This is an optimization exercise on Yosys and OpenROAD, whose aim is small area, a short achievable clock period and few clock cycles per item, not a production implementation.
In this exercise RTL edits were held to simulation tests only and were not proved equivalent to the original.

==> branch ember: inputs <==
// requant_pack
module requant_pack
#(
  parameter int OUT_LANES = requant_pack_pkg::OUT_LANES
) (
  input  logic               clk,
  input  logic               reset,
  input  logic               cfg_we,
  input  logic [31:0]        cfg_multiplier,
  input  logic [5:0]         cfg_shift,
  input  logic [31:0]        cfg_out_offset,
  input  logic [7:0]         cfg_act_min,
  input  logic [7:0]         cfg_act_max,
  input  logic               in_valid,
  output logic               in_ready,
  input  logic [31:0]        in_acc,
  input  logic [31:0]        in_bias,
  input  logic               in_last,
  output logic               out_valid,
  input  logic               out_ready,
  output logic [8*OUT_LANES-1:0] out_data,
  output logic [OUT_LANES-1:0]   out_keep,
  output logic               busy
);
Settings: LEC_CHECK=0, CAP_MARGIN=20, CORE_MARGIN=2, CORE_UTILIZATION=40, SLEW_MARGIN=20, SYNTH_HIERARCHICAL=1; clock period 13.0 ns.
run.sh (not shown) runs the stock make flow with config.mk's settings and CLKGATE_MAP_FILE= SYNTH_SCRIPT=/design/flow/synth_recipe.tcl, a recipe that flattens the netlist after the stock synthesis.
==> branch maple (differences from branch ember) <==
--- a/flow/design.v
+++ b/flow/design.v
@@ -4,141 +4,146 @@
   localparam logic [31:0] RST_MULT  = 32'h4000_0000;
   localparam logic [5:0]  RST_SHIFT = 6'd0;
   localparam logic [31:0] RST_OFF   = 32'd0;
   localparam logic [7:0]  RST_MIN   = 8'h80;
   localparam logic [7:0]  RST_MAX   = 8'h7F;
 endpackage
 module requant_decode (
-  input  logic [5:0]  i_shift,
-  input  logic [3:0]  i_sp1h,
-  input  logic [7:0]  i_sp4h,
+  input  logic [5:0]  i_e,
   output logic [31:0] o_keepLow,     
-  output logic [31:0] o_signSel,     
   output logic [63:0] o_stickyMask   
 );
-  logic [4:0] w_sp;
-  logic [5:0] w_e;
-  assign w_sp = i_shift[5] ? 5'd0 : i_shift[4:0];
-  assign w_e  = 6'd31 - i_shift;
   always_comb begin
-    for (int j = 0; j < 32; j++) begin
-      o_keepLow[j] = (j <= 31 - int'(w_sp));
-      o_signSel[j] = i_sp4h[(31 - j) / 4] && i_sp1h[(31 - j) % 4];
-    end
-    for (int j = 0; j < 64; j++) o_stickyMask[j] = (j >= 31) && (j <= int'(w_e) - 2);
+    for (int j = 0; j < 32; j++) o_keepLow[j] = i_e[5] || (j <= int'(i_e[4:0]));
+    for (int j = 0; j < 64; j++) o_stickyMask[j] = (j >= 31) && (j + 2 <= int'(i_e));
   end
 endmodule
 module requant_stage_a (
   input  logic [31:0] i_acc,
   input  logic [31:0] i_bias,
   output logic [31:0] o_s
 );
   assign o_s = i_acc + i_bias;
 endmodule
 module requant_stage_b (
   input  logic [31:0] i_s,
   input  logic [31:0] i_mult,
   input  logic [31:0] i_keepLow,
-  input  logic [31:0] i_signSel,
+  input  logic [3:0]  i_sp1h,        
+  input  logic [7:0]  i_sp4h,        
   output logic [requant_pack_pkg::CS_BITS-1:0] o_cs,
   output logic        o_spec
 );
-  logic        w_sign;
+  logic        w_sign;             
+  logic [31:0] w_signSel;
+  logic [7:0]  w_grp;
   logic [31:0] w_x;
-  assign w_sign = |(i_s & i_signSel);
+  always_comb begin
+    for (int j = 0; j < 32; j++) w_signSel[j] = i_sp4h[(31 - j) / 4] && i_sp1h[(31 - j) % 4];
+    for (int b = 0; b < 8; b++) begin
+      w_grp[b] = 1'b0;
+      for (int a = 0; a < 4; a++) w_grp[b] = w_grp[b] | (i_sp1h[a] & i_s[31 - 4*b - a]);
+    end
+  end
+  assign w_sign = |(w_grp & i_sp4h);
   always_comb begin
     for (int j = 0; j < 32; j++) w_x[j] = i_keepLow[j] ? i_s[j] : w_sign;
   end
   assign o_spec = (i_mult == 32'h8000_0000) && w_sign
-                  && ((i_s & i_keepLow & ~i_signSel) == 32'd0);
+                  && ((i_s & i_keepLow & ~w_signSel) == 32'd0);
   requant_mul_hi u_mul (
     .x    (w_x),
     .m    (i_mult),
     .o_cs (o_cs)
   );
 endmodule
 module requant_stage_c (
   input  logic [requant_pack_pkg::CS_BITS-1:0] i_cs,
   input  logic        i_spec,
-  input  logic [5:0]  i_shift,
+  input  logic [5:0]  i_e,           
   input  logic [63:0] i_stickyMask,
-  output logic [31:0] o_z0,
-  output logic        o_rc
+  output logic [39:0] o_t,
+  output logic        o_rc1,
+  output logic        o_rc0
 );
   logic        w_shNeg;
   logic [5:0]  w_e;
   logic [63:0] w_pa, w_pb;
   logic [63:0] w_q;
-  logic [32:0] w_sh;            
-  logic        w_g, w_sticky, w_ones, w_r, w_ylt0;
-  assign w_shNeg = i_shift[5];
-  assign w_e     = 6'd31 - i_shift;
+  logic [96:0] w_l0;
+  logic [63:0] w_l5;
+  logic [47:0] w_l4;
+  logic [39:0] w_l3;
+  logic        w_sticky, w_ones, w_r, w_ylt0, w_kill, w_ovr;
+  assign w_shNeg = i_e[5];
+  assign w_e     = i_e;
   requant_mul_lo u_mul (
     .i_cs (i_cs),
     .p_a  (w_pa),
     .p_b  (w_pb)
   );
-  assign w_q      = w_pa + w_pb;
-  requant_shr u_shr (
-    .i_q (w_q),
-    .i_e (w_e),
-    .o_y (w_sh)
-  );
-  assign w_g      = w_sh[0];
+  assign w_q  = w_pa + w_pb;
+  assign w_l0 = {{32{w_q[63]}}, w_q, 1'b0};
+  always_comb begin
+    for (int j = 0; j < 64; j++) w_l5[j] = w_e[5] ? w_l0[j + 32] : w_l0[j];
+    for (int j = 0; j < 48; j++) w_l4[j] = w_e[4] ? w_l5[j + 16] : w_l5[j];
+    for (int j = 0; j < 40; j++) w_l3[j] = w_e[3] ? w_l4[j + 8]  : w_l4[j];
+  end
+  assign w_ovr = i_spec && !w_shNeg;
+  assign o_t   = w_l3 ^ {40{w_ovr}};
   assign w_sticky = |(w_q & i_stickyMask);
   assign w_ones   = &(w_q | ~i_stickyMask);
   assign w_r      = w_q[30];
   assign w_ylt0   = w_q[63] && !((&w_q[63:31]) && w_r);
+  assign w_kill   = i_spec && (!w_shNeg || i_e == 6'd63);
   always_comb begin
-    if (!w_shNeg)            o_rc = w_g;
-    else if (w_ylt0 == w_r)  o_rc = w_g;
-    else if (w_ylt0)         o_rc = w_g && w_sticky;
-    else                     o_rc = w_g || w_ones;
-    if (i_spec && (!w_shNeg || i_shift == 6'b100000)) o_rc = 1'b0;
-  end
-  assign o_z0 = (i_spec && !w_shNeg) ? 32'h7FFF_FFFF : w_sh[32:1];
-endmodule
-module requant_shr (
-  input  logic [63:0] i_q,
-  input  logic [5:0]  i_e,
-  output logic [32:0] o_y
-);
-  logic [96:0] w_l0;
-  logic [64:0] w_l5, w_l4, w_l3, w_l2, w_l1, w_l0o;
-  assign w_l0 = {{32{i_q[63]}}, i_q, 1'b0};
-  always_comb begin
-    w_l5 = '0; w_l4 = '0; w_l3 = '0; w_l2 = '0; w_l1 = '0; w_l0o = '0;
-    for (int j = 0; j < 33 + 1 + 2 + 4 + 8 + 16; j++)         
-      w_l5[j] = i_e[5] ? w_l0[j + 32] : w_l0[j];
-    for (int j = 0; j < 33 + 1 + 2 + 4 + 8; j++)              
-      w_l4[j] = i_e[4] ? w_l5[j + 16] : w_l5[j];
-    for (int j = 0; j < 33 + 1 + 2 + 4; j++)                  
-      w_l3[j] = i_e[3] ? w_l4[j + 8] : w_l4[j];
-    for (int j = 0; j < 33 + 1 + 2; j++)                      
-      w_l2[j] = i_e[2] ? w_l3[j + 4] : w_l3[j];
-    for (int j = 0; j < 33 + 1; j++)                          
-      w_l1[j] = i_e[1] ? w_l2[j + 2] : w_l2[j];
-    for (int j = 0; j < 33; j++)                              
-      w_l0o[j] = i_e[0] ? w_l1[j + 1] : w_l1[j];
+    if (w_kill) begin
+      o_rc1 = 1'b0;
+      o_rc0 = 1'b0;
+    end else if (!w_shNeg || (w_ylt0 == w_r)) begin
+      o_rc1 = 1'b1;
+      o_rc0 = 1'b0;
+    end else if (w_ylt0) begin
+      o_rc1 = w_sticky;
+      o_rc0 = 1'b0;
+    end else begin
+      o_rc1 = 1'b1;
+      o_rc0 = w_ones;
+    end
   end
-  assign o_y = w_l0o[32:0];
 endmodule
 module requant_stage_d (
-  input  logic [31:0] i_z0,
-  input  logic        i_rc,
+  input  logic [39:0] i_t,
+  input  logic [2:0]  i_e,           
+  input  logic        i_rc1,
+  input  logic        i_rc0,
   input  logic [31:0] i_off,
   input  logic [7:0]  i_min,
   input  logic [7:0]  i_max,
   output logic [7:0]  o_res
 );
+  logic [2:0]  w_e;
+  logic [35:0] w_l2;
+  logic [33:0] w_l1;
+  logic [32:0] w_y;
+  logic [31:0] w_z0;
+  logic        w_rc;
   logic [32:0] w_sum;
   logic [31:0] w_w;
   logic        w_inRange;     
   logic        w_ltMin, w_gtMax, w_minGtMax, w_top;
-  assign w_sum      = {i_z0, 1'b1} + {i_off, i_rc};
+  assign w_e = i_e;
+  always_comb begin
+    for (int j = 0; j < 36; j++) w_l2[j] = w_e[2] ? i_t[j + 4]  : i_t[j];
+    for (int j = 0; j < 34; j++) w_l1[j] = w_e[1] ? w_l2[j + 2] : w_l2[j];
+    for (int j = 0; j < 33; j++) w_y[j]  = w_e[0] ? w_l1[j + 1] : w_l1[j];
+  end
+  assign w_z0 = w_y[32:1];
+  assign w_rc = w_y[0] ? i_rc1 : i_rc0;
+  assign w_sum      = {w_z0, 1'b1} + {i_off, w_rc};
   assign w_w        = w_sum[32:1];
   assign w_inRange  = (&w_w[31:7]) || !(|w_w[31:7]);
   assign w_ltMin    = w_inRange ? ($signed(w_w[7:0]) < $signed(i_min)) : w_w[31];
   assign w_gtMax    = w_inRange ? ($signed(w_w[7:0]) > $signed(i_max)) : !w_w[31];
   assign w_minGtMax = $signed(i_min) > $signed(i_max);
   assign w_top      = w_ltMin ? w_minGtMax : w_gtMax;
   assign o_res      = w_top ? i_max : (w_ltMin ? i_min : w_w[7:0]);
@@ -3434,15 +3439,15 @@
   output logic               out_valid,
   input  logic               out_ready,
   output logic [8*OUT_LANES-1:0] out_data,
   output logic [OUT_LANES-1:0]   out_keep,
   output logic               busy
 );
   logic [31:0] r_mult;
-  logic [5:0]  r_shift;
+  logic [5:0]  r_e;           
   logic [3:0]  r_sp1h;        
   logic [7:0]  r_sp4h;        
   logic [4:0]  w_cfgSp;
   logic [31:0] r_off;
   logic [7:0]  r_min;
   logic [7:0]  r_max;
   logic [1:0]  r_inLane;      
@@ -3455,23 +3460,23 @@
   assign busy      = r_busy;
   assign w_cfgSp = cfg_shift[5] ? 5'd0 : cfg_shift[4:0];
   always_ff @(posedge clk) begin
     if (!reset) begin
       r_sp1h  <= 4'b0001;
       r_sp4h  <= 8'b0000_0001;
       r_mult  <= requant_pack_pkg::RST_MULT;
-      r_shift <= requant_pack_pkg::RST_SHIFT;
+      r_e     <= 6'd31 - requant_pack_pkg::RST_SHIFT;
       r_off   <= requant_pack_pkg::RST_OFF;
       r_min   <= requant_pack_pkg::RST_MIN;
       r_max   <= requant_pack_pkg::RST_MAX;
     end else if (cfg_we && !r_busy) begin
       r_sp1h  <= 4'b0001 << w_cfgSp[1:0];
       r_sp4h  <= 8'b0000_0001 << w_cfgSp[4:2];
       r_mult  <= cfg_multiplier;
-      r_shift <= cfg_shift;
+      r_e     <= 6'd31 - cfg_shift;
       r_off   <= cfg_out_offset;
       r_min   <= cfg_act_min;
       r_max   <= cfg_act_max;
     end
   end
   logic        w_startWord;
   logic [1:0]  w_wordsNext;
@@ -3485,66 +3490,68 @@
     end else begin
       if (w_accept) r_inLane <= in_last ? 2'd0 : r_inLane + 2'd1;
       r_words <= w_wordsNext;
       r_busy  <= (w_wordsNext != 2'd0);
     end
   end
   localparam int CSB = requant_pack_pkg::CS_BITS;
-  logic [31:0]     w_keepLow, w_signSel;
+  logic [31:0]     w_keepLow;
   logic [63:0]     w_stickyMask;
   logic [31:0]     w_s, r_s;
   logic [CSB-1:0]  w_cs, r_cs;
   logic            w_spec, r_specB;
-  logic [31:0]     w_z0, r_z0;
-  logic            w_rc, r_rc;
+  logic [39:0]     w_t, r_t;
+  logic            w_rc1, r_rc1, w_rc0, r_rc0;
   logic [7:0]      w_res;
   logic            r_vA, r_lA, r_vB, r_lB;
   requant_decode u_dec (
-    .i_shift      (r_shift),
-    .i_sp1h       (r_sp1h),
-    .i_sp4h       (r_sp4h),
+    .i_e          (r_e),
     .o_keepLow    (w_keepLow),
-    .o_signSel    (w_signSel),
     .o_stickyMask (w_stickyMask)
   );
   requant_stage_a u_a (
     .i_acc  (in_acc),
     .i_bias (in_bias),
     .o_s    (w_s)
   );
   requant_stage_b u_b (
     .i_s       (r_s),
     .i_mult    (r_mult),
     .i_keepLow (w_keepLow),
-    .i_signSel (w_signSel),
+    .i_sp1h    (r_sp1h),
+    .i_sp4h    (r_sp4h),
     .o_cs      (w_cs),
     .o_spec    (w_spec)
   );
   requant_stage_c u_c (
     .i_cs         (r_cs),
     .i_spec       (r_specB),
-    .i_shift      (r_shift),
+    .i_e          (r_e),
     .i_stickyMask (w_stickyMask),
-    .o_z0         (w_z0),
-    .o_rc         (w_rc)
+    .o_t          (w_t),
+    .o_rc1        (w_rc1),
+    .o_rc0        (w_rc0)
   );
   requant_stage_d u_d (
-    .i_z0  (r_z0),
-    .i_rc  (r_rc),
+    .i_t     (r_t),
+    .i_e     (r_e[2:0]),
+    .i_rc1   (r_rc1),
+    .i_rc0   (r_rc0),
     .i_off (r_off),
     .i_min (r_min),
     .i_max (r_max),
     .o_res (w_res)
   );
   always_ff @(posedge clk) begin
     r_s     <= w_s;
     r_cs    <= w_cs;
     r_specB <= w_spec;
-    r_z0    <= w_z0;
-    r_rc    <= w_rc;
+    r_t     <= w_t;
+    r_rc1   <= w_rc1;
+    r_rc0   <= w_rc0;
   end
   logic r_vC, r_lC;
   always_ff @(posedge clk) begin
     if (!reset) begin
       r_vA <= 1'b0; r_vB <= 1'b0; r_vC <= 1'b0;
     end else begin
       r_vA <= w_accept; r_vB <= r_vA; r_vC <= r_vB;
==> flow/config.mk (replaced) <==
export PLATFORM = sky130hd
export DESIGN_NAME = requant_pack
export DESIGN_NICKNAME = requant_pack
export VERILOG_FILES = /design/flow/design.v
export SDC_FILE = /design/flow/constraint.sdc
export NUM_CORES = 4
export LEC_CHECK = 0
export CAP_MARGIN = 20
export CORE_MARGIN = 2
export CORE_UTILIZATION = 60
export SLEW_MARGIN = 20
export SYNTH_HIERARCHICAL = 1
==> out/results.ini <==
[sta]
fin_crit_ns=6.928

[die]
initial_core_util_pct=60.24

[run_status]
outcome=complete, no violations

[logic_synthesis]
post_synth_mux_area_share_pct=5.040
yosys.area_share.adder_pct=20.72

The numbers above come from branch maple.

==> out/results.ini <==
[run_status]
outcome=complete, no violations

[logic_synthesis]
post_synthesis_sequential_area_ratio_pct=18.71
post_synth_mux_area_share_pct=5.816
yosys.area_share.adder_pct=20.27

[die]
initial_core_util_pct=40.26

The numbers above come from branch ember.

Testbench counts of branch ember, summed over its fixed seeds: cycles 8,418, items 8,178.
Testbench counts of branch maple, summed over its fixed seeds: cycles 8,418, items 8,178.

## what the ideal ports hide
In the flow no input, the clock included, has a driving cell. The finished layouts below were timed again as built, in two steps.
Step 1 assumes that a clkbuf_16 drives the clock port and a buf_2 every other input.
Step 2, shift: input delay + t, output delay - t, t = (earliest + latest rising clock arrival at the registers) / 2. This alone moves slack from input paths to output paths.
Three values: no drivers, after step 1, after step 2; two values: the first two.
| run | t (ns) | slack for setup (ns) | worst setup path at the end | worst slew at a driven data input, ns | pins driven straight from the clock port |
|---|---|---|---|---|---|
| branch ember | 0.746 | 6.329 / 6.329 / 6.329 | register to register | 0.09 | 1 |
| branch maple | 0.746 | 6.072 / 6.072 / 6.072 | register to register | 0.08 | 1 |
After both steps setup and hold are still met in every run listed.
